This design comes from an exercise in tuning for small area, a short achievable clock period and few clock cycles per item on the open sky130 flow, not from production work. Where RTL was checked, it was by simulation tests only, not by an equivalence proof against the original. Power is estimated from default activity; no workload was simulated.

== old ==
==> flow/design.v (excerpt) <==
module gray_quantizer_with_dither
(
  input  wire logic              clk,
  input  wire logic              rst_n,
  input  wire logic              in_valid,
  output logic                   in_ready,
  input  wire logic [23:0]       in_data,
  output logic                   out_valid,
  input  wire logic              out_ready,
  output logic [8:0]             out_data,
  input  wire logic              psel,
  input  wire logic              penable,
  input  wire logic              pwrite,
  input  wire logic [gqd_pkg::ADDR_W-1:0] paddr,
  input  wire logic [gqd_pkg::DATA_W-1:0] pwdata,
  output logic [gqd_pkg::DATA_W-1:0]      prdata,
  output logic                   pready
);
==> module gray_quantizer_with_dither, before the edit <==
module gray_quantizer_with_dither
(
  input  wire logic              clk,
  input  wire logic              rst_n,
  input  wire logic              in_valid,
  output logic                   in_ready,
  input  wire logic [23:0]       in_data,
  output logic                   out_valid,
  input  wire logic              out_ready,
  output logic [8:0]             out_data,
  input  wire logic              psel,
  input  wire logic              penable,
  input  wire logic              pwrite,
  input  wire logic [gqd_pkg::ADDR_W-1:0] paddr,
  input  wire logic [gqd_pkg::DATA_W-1:0] pwdata,
  output logic [gqd_pkg::DATA_W-1:0]      prdata,
  output logic                   pready
);
  logic [gqd_pkg::LVL_W-1:0] levels_r;
  logic                      dither_r;
  logic [gqd_pkg::DIM_W-1:0] width_r;
  logic [gqd_pkg::DIM_W-1:0] height_r;
  logic [7:0]                n_lo;
  logic [2:0]                shift_r;
  logic [6:0]                mul_r;
  gqd_pkg::gqd_reg_t         reg_idx;
  logic                      wr_en;
  assign pready  = 1'b1;
  assign reg_idx = gqd_pkg::gqd_reg_t'(paddr[gqd_pkg::ADDR_W-1:2]);
  assign wr_en   = psel && penable && pwrite;
  always_ff @(posedge clk) begin
    if (!rst_n) begin
      levels_r <= gqd_pkg::LEVELS_RST;
      dither_r <= 1'b0;
      width_r  <= gqd_pkg::WIDTH_RST;
      height_r <= gqd_pkg::HEIGHT_RST;
    end else if (wr_en) begin
      case (reg_idx)
        gqd_pkg::REG_LEVELS: levels_r <= pwdata[gqd_pkg::LVL_W-1:0];
        gqd_pkg::REG_DITHER: dither_r <= pwdata[0];
        gqd_pkg::REG_WIDTH:  width_r  <= pwdata[gqd_pkg::DIM_W-1:0];
        gqd_pkg::REG_HEIGHT: height_r <= pwdata[gqd_pkg::DIM_W-1:0];
        default: begin
        end
      endcase
    end
  end
  logic [2:0] shift_c;
  logic [6:0] mul_c;
  logic       big_c, pow2_c;
  gqd_build u_build (
    .levels (levels_r),
    .shift  (shift_c),
    .mul    (mul_c),
    .big    (big_c),
    .pow2   (pow2_c)
  );
  always_ff @(posedge clk) begin
    shift_r <= shift_c;
    mul_r   <= mul_c;
  end
  assign n_lo = (levels_r == '0) ? 8'd1 : levels_r[7:0];
  always_ff @(posedge clk) begin
    case (reg_idx)
      gqd_pkg::REG_LEVELS: prdata <= gqd_pkg::DATA_W'(levels_r);
      gqd_pkg::REG_DITHER: prdata <= gqd_pkg::DATA_W'(dither_r);
      gqd_pkg::REG_WIDTH:  prdata <= gqd_pkg::DATA_W'(width_r);
      gqd_pkg::REG_HEIGHT: prdata <= gqd_pkg::DATA_W'(height_r);
      default:             prdata <= '0;
    endcase
  end
  gqd_pipe u_pipe (
    .clk       (clk),
    .rst_n     (rst_n),
    .n_lo_i    (n_lo),
    .shift_i   (shift_r),
    .mul_i     (mul_r),
    .big_i     (big_c),
    .pow2_i    (pow2_c),
    .dither_i  (dither_r),
    .width_i   (width_r),
    .height_i  (height_r),
    .in_valid  (in_valid),
    .in_ready  (in_ready),
    .in_data   (in_data),
    .out_valid (out_valid),
    .out_ready (out_ready),
    .out_data  (out_data)
  );
endmodule
make LEC_CHECK=0 CAP_MARGIN=20 CORE_MARGIN=2 CORE_UTILIZATION=45 SETUP_SLACK_MARGIN=4.5 SLEW_MARGIN=20 finish   # period 8.0 ns
run.sh (not shown) runs the stock make flow with config.mk's settings and CLKGATE_MAP_FILE= SYNTH_SCRIPT=/design/flow/synth_recipe.tcl, a recipe that flattens the netlist after the stock synthesis.
Input-level comparison between new and old:
diff --git a/flow/design.v b/flow/design.v
--- a/flow/design.v
+++ b/flow/design.v
@@ -442,15 +442,15 @@
     shift_r <= shift_c;
     mul_r   <= mul_c;
   end
   assign n_lo = (levels_r == '0) ? 8'd1 : levels_r[7:0];
-  always_ff @(posedge clk) begin
+  always_comb begin
     case (reg_idx)
-      gqd_pkg::REG_LEVELS: prdata <= gqd_pkg::DATA_W'(levels_r);
-      gqd_pkg::REG_DITHER: prdata <= gqd_pkg::DATA_W'(dither_r);
-      gqd_pkg::REG_WIDTH:  prdata <= gqd_pkg::DATA_W'(width_r);
-      gqd_pkg::REG_HEIGHT: prdata <= gqd_pkg::DATA_W'(height_r);
-      default:             prdata <= '0;
+      gqd_pkg::REG_LEVELS: prdata = gqd_pkg::DATA_W'(levels_r);
+      gqd_pkg::REG_DITHER: prdata = gqd_pkg::DATA_W'(dither_r);
+      gqd_pkg::REG_WIDTH:  prdata = gqd_pkg::DATA_W'(width_r);
+      gqd_pkg::REG_HEIGHT: prdata = gqd_pkg::DATA_W'(height_r);
+      default:             prdata = '0;
     endcase
   end
   gqd_pipe u_pipe (
     .clk       (clk),
## What came out
- new vs old: non-clock buffer count up in new
- Summary of new over old: layout cell share with drive strength beyond 1 +2.0 points, length of routed met2 wiring shrank by 600 um, multi-input combinational cell area increased by 3.5% relative to the old numbers, max-slew headroom at the worst pin shows a reduction of 4.0 points.
- Compared with old, new shows share of total power in combinational logic higher by 1.5 points.
- old leaves less setup margin than new.
- old -> new: clock insertion delay at the later pin of the skew report flat
- The die area on old is in line with that on new.
- When the final numbers for new and old were put side by side, the synthesis-to-layout area growth turned out to be greater in new.
- Between old and new, the cell count went down.
- Diff old..new | count of fill cells added during filler insertion | negligible
- Met1 global-route usage: new vs old up 2.2 points
Function was not checked in any run of this note: the RTL went through the layout flow alone.

* * *

== main ==
gray_quantizer_with_dither, a different RTL version from the one above (not shown whole).
For scale: about 1800 cells after synthesis, roughly 170 flip-flops, roughly 110 I/O pins.
==> module gqd_pipe, before the edit <==
module gqd_pipe
(
  input  wire logic        clk,
  input  wire logic        rst_n,
  input  wire logic [7:0]  n_lo_i,      
  input  wire logic [2:0]  shift_i,     
  input  wire logic [6:0]  mul_i,
  input  wire logic        big_i,
  input  wire logic        pow2_i,
  input  wire logic        dither_i,
  input  wire logic [12:0] width_i,
  input  wire logic [12:0] height_i,
  input  wire logic        in_valid,
  output logic             in_ready,
  input  wire logic [23:0] in_data,
  output logic             out_valid,
  input  wire logic        out_ready,
  output logic [8:0]       out_data
);
  localparam int PW = gqd_pkg::POS_W;
  logic en, accept;
  logic out_valid_r;
  assign en       = !out_valid_r || out_ready;
  assign in_ready = en;
  assign accept   = in_valid && en;
  logic [PW-1:0] col_r, row_r;
  logic [PW:0]   col_p1, row_p1;
  logic          row_end, plane_end, pos;
  always_comb begin
    col_p1    = {1'b0, col_r} + 1'b1;
    row_p1    = {1'b0, row_r} + 1'b1;
    row_end   = col_p1[PW] || (col_p1 >= width_i);
    plane_end = row_end && (row_p1[PW] || (row_p1 >= height_i));
    pos       = !(col_r[0] ^ row_r[0]);
  end
  always_ff @(posedge clk) begin
    if (!rst_n) begin
      col_r <= '0;
      row_r <= '0;
    end else if (accept) begin
      col_r <= row_end ? '0 : col_p1[PW-1:0];
      if (row_end) begin
        row_r <= plane_end ? '0 : row_p1[PW-1:0];
      end
    end
  end
  logic       s1_v, s1_pe, s1_up, s1_inc;
  logic [7:0] s1_p;
  logic [6:0] s1_fh;
  always_ff @(posedge clk) begin
    if (!rst_n) begin
      s1_v <= 1'b0;
    end else if (en) begin
      s1_v <= accept;
    end
    if (en) begin
      s1_pe   <= plane_end;
      s1_p    <= in_data[23:16];
      s1_fh   <= dither_i ? in_data[15:9] : 7'd0;
      s1_up   <= dither_i && pos;
      s1_inc  <= dither_i && (pos ? (in_data[15:0] != 16'd0) :
                                    (in_data[15:0] == 16'hFFFF && pow2_i));
    end
  end
  logic [7:0] p1;
  gqd_div u_div1 (
    .a    ({1'b0, s1_fh}),
    .mf   (mul_i),
    .prod (p1)
  );
  logic       s2_v, s2_pe, s2_up, s2_inc;
  logic [7:0] s2_p;
  logic [7:0] s2_prod;
  always_ff @(posedge clk) begin
    if (!rst_n) begin
      s2_v <= 1'b0;
    end else if (en) begin
      s2_v <= s1_v;
    end
    if (en) begin
      s2_pe   <= s1_pe;
      s2_p    <= s1_p;
      s2_up   <= s1_up;
      s2_inc  <= s1_inc;
      s2_prod <= big_i ? 8'd0 : p1;
    end
  end
  logic [6:0] q1;
  logic [8:0] vsum;
  logic [7:0] v;
  always_comb begin
    q1   = 7'(s2_prod >> shift_i);
    vsum = {1'b0, s2_p} + ({2'b00, q1} ^ {9{!s2_up}}) + {8'd0, s2_up ? s2_inc : !s2_inc};
    v    = vsum[8] ? {8{s2_up}} : vsum[7:0];
  end
  logic       s3_v, s3_pe;
  logic [7:0] s3_vp;
  always_ff @(posedge clk) begin
    if (!rst_n) begin
      s3_v <= 1'b0;
    end else if (en) begin
      s3_v <= s2_v;
    end
    if (en) begin
      s3_pe <= s2_pe;
      s3_vp <= v;
    end
  end
  logic [7:0] x, y;
  logic       sgn;
  gqd_mulr u_mulr (
    .v (s3_vp),
    .n (n_lo_i),
    .x (x)
  );
  always_comb begin
    sgn = x[7] && (x[6:0] != 7'd0);
    y   = x ^ {8{sgn}};
  end
  logic       s4_v, s4_pe, s4_sgn;
  logic [7:0] s4_vp, s4_y;
  always_ff @(posedge clk) begin
    if (!rst_n) begin
      s4_v <= 1'b0;
    end else if (en) begin
      s4_v <= s3_v;
    end
    if (en) begin
      s4_pe  <= s3_pe;
      s4_vp  <= s3_vp;
      s4_y   <= y;
      s4_sgn <= sgn;
    end
  end
  logic [7:0] p2;
  gqd_div u_div2 (
    .a    (s4_y),
    .mf   (mul_i),
    .prod (p2)
  );
  logic       s5_v, s5_pe, s5_sgn;
  logic [7:0] s5_vp;
  logic [7:0] s5_prod;
  always_ff @(posedge clk) begin
    if (!rst_n) begin
      s5_v <= 1'b0;
    end else if (en) begin
      s5_v <= s4_v;
    end
    if (en) begin
      s5_pe   <= s4_pe;
      s5_vp   <= s4_vp;
      s5_sgn  <= s4_sgn;
      s5_prod <= big_i ? 8'd0 : p2;
    end
  end
  logic [7:0] q2;
  logic [8:0] osum;
  logic [7:0] opix;
  always_comb begin
    q2   = 8'(s5_prod >> shift_i);
    osum = {1'b0, s5_vp} + ({1'b0, q2} ^ {9{s5_sgn}});
    opix = osum[8] ? 8'hFF : osum[7:0];
  end
  logic [8:0] out_data_r;
  always_ff @(posedge clk) begin
    if (!rst_n) begin
      out_valid_r <= 1'b0;
    end else if (en) begin
      out_valid_r <= s5_v;
    end
    if (en) begin
      out_data_r <= {opix, s5_pe};
    end
  end
  assign out_valid = out_valid_r;
  assign out_data  = out_data_r;
endmodule
export LEC_CHECK = 0
export ABC_AREA = 1
export CAP_MARGIN = 20
export CORE_MARGIN = 2
export CORE_UTILIZATION = 45
export CTS_BUF_LIST = sky130_fd_sc_hd__clkbuf_4 sky130_fd_sc_hd__clkbuf_8
export CTS_CLUSTER_SIZE = 40
export SETUP_SLACK_MARGIN = 3.8
export SLEW_MARGIN = 20
create_clock -name core_clock -period 8.0 [get_ports {clk}]
standard.sh (not shown) runs the stock make flow with config.mk's settings and CLKGATE_MAP_FILE= SYNTH_SCRIPT=/design/flow/synth_recipe.tcl, a recipe that flattens the netlist after the stock synthesis.
==> flow/flow/run.sh <==
#!/bin/bash
# The standard layout (the standard.sh: ORFS synthesis to final layout), with the
# ports buffered by buf_1 cells instead of the resizer's default choice.
export BUFFER_PORTS_ARGS="-buffer_cell sky130_fd_sc_hd__buf_1"
bash standard.sh > standard_flow.log 2>&1
main: no failed stages, no open violations at the end
Testbench counts of main, summed over its fixed seeds: cycles 131,552, pixels 131,072.
Input-level comparison between the feature branch and main:
-- flow/design.v --
<<< main, line 393
  localparam int PW = gqd_pkg::POS_W;
  logic en, accept;
  logic out_valid_r;
  assign en       = !out_valid_r || out_ready;
  assign in_ready = en;
  assign accept   = in_valid && en;
>>> the feature branch, line 393
  localparam int PW = gqd_pkg::POS_W;
  logic en, accept;
  logic sk_valid_r;
  assign en       = !sk_valid_r;
  assign in_ready = en;
  assign accept   = in_valid && en;
<<< main, line 536
    opix = osum[8] ? 8'hFF : osum[7:0];
  end
  logic [8:0] out_data_r;
  always_ff @(posedge clk) begin
    if (!rst_n) begin
      out_valid_r <= 1'b0;
    end else if (en) begin
      out_valid_r <= s5_v;
    end
    if (en) begin
      out_data_r <= {opix, s5_pe};
    end
  end
>>> the feature branch, line 536
    opix = osum[8] ? 8'hFF : osum[7:0];
  end
  logic       out_valid_r;
  logic [8:0] out_data_r, sk_data_r;
  always_ff @(posedge clk) begin
    if (!rst_n) begin
      out_valid_r <= 1'b0;
      sk_valid_r  <= 1'b0;
    end else if (en) begin
      if (!out_valid_r || out_ready) begin
        out_valid_r <= s5_v;
      end else begin
        sk_valid_r  <= s5_v;
      end
    end else if (out_ready) begin
      sk_valid_r  <= 1'b0;
    end
    if (en) begin
      if (!out_valid_r || out_ready) begin
        out_data_r <= {opix, s5_pe};
      end else begin
        sk_data_r  <= {opix, s5_pe};
      end
    end else if (out_ready) begin
      out_data_r <= sk_data_r;
    end
  end
- Side by side, global routing usage on met3 turned out higher in the feature branch than in main.
- Summary: with main as the reference, count of nets after finishing in the feature branch moved up by a few percent.
- Setup WNS main -> the feature branch: worse
- Worst hold margin sits lower in the feature branch than in main.
- Against main, non-clock buffer count in the feature branch rose by more than 10%.
- Per the comparison of the feature branch with main, area share of fa/ha/maj cells after synthesis went down by 0.73 points, area of all placed cells without fillers went up by about 3%, internal power component went down by about 2.8%.
- The feature branch gives more power dissipated in sequential cells than main did.
- From main to the feature branch the numbers moved as follows: die outline width shows an increase of 1.8%, area growth from synthesis to final layout shows a reduction of 0.66 points.
- The feature branch vs. main: die area up about 3.6%; post-synthesis compound-gate area fraction up 0.43 points; wire length on met3 up 15%.
Testbench counts of the feature branch, summed over its fixed seeds: cycles 131,552, pixels 131,072.

[what the ideal ports hide]
The results above use ideal ports. As a check the final layouts listed here were re-extracted and re-timed, cells and wires unchanged.
Step 1 sets driving cells, clkbuf_16 on the clock port and buf_2 on the other inputs (assumed; they add their load-dependent delay and slew).
Step 2, shift: input delay + t, output delay - t, t = (earliest + latest rising clock arrival at the registers) / 2. This alone moves slack from input paths to output paths.
Slacks: no drivers / after step 1 / after step 2; pairs: no drivers / after step 1.
run | t (ns) | setup WS [ns] | worst setup path at the end
old | 0.504 | 3.592 / 3.592 / 3.592 | register to register
new | 0.500 | 3.680 / 3.680 / 3.680 | register to register
main | 0.514 | 3.890 / 3.848 / 3.848 | input to output
the feature branch | 0.521 | 3.827 / 3.799 / 3.799 | input to output
After both steps setup and hold are still met in every run listed. The setup slack of main, which loses most, moves by -0.042 ns with the drivers and by -0.042 ns with both steps.
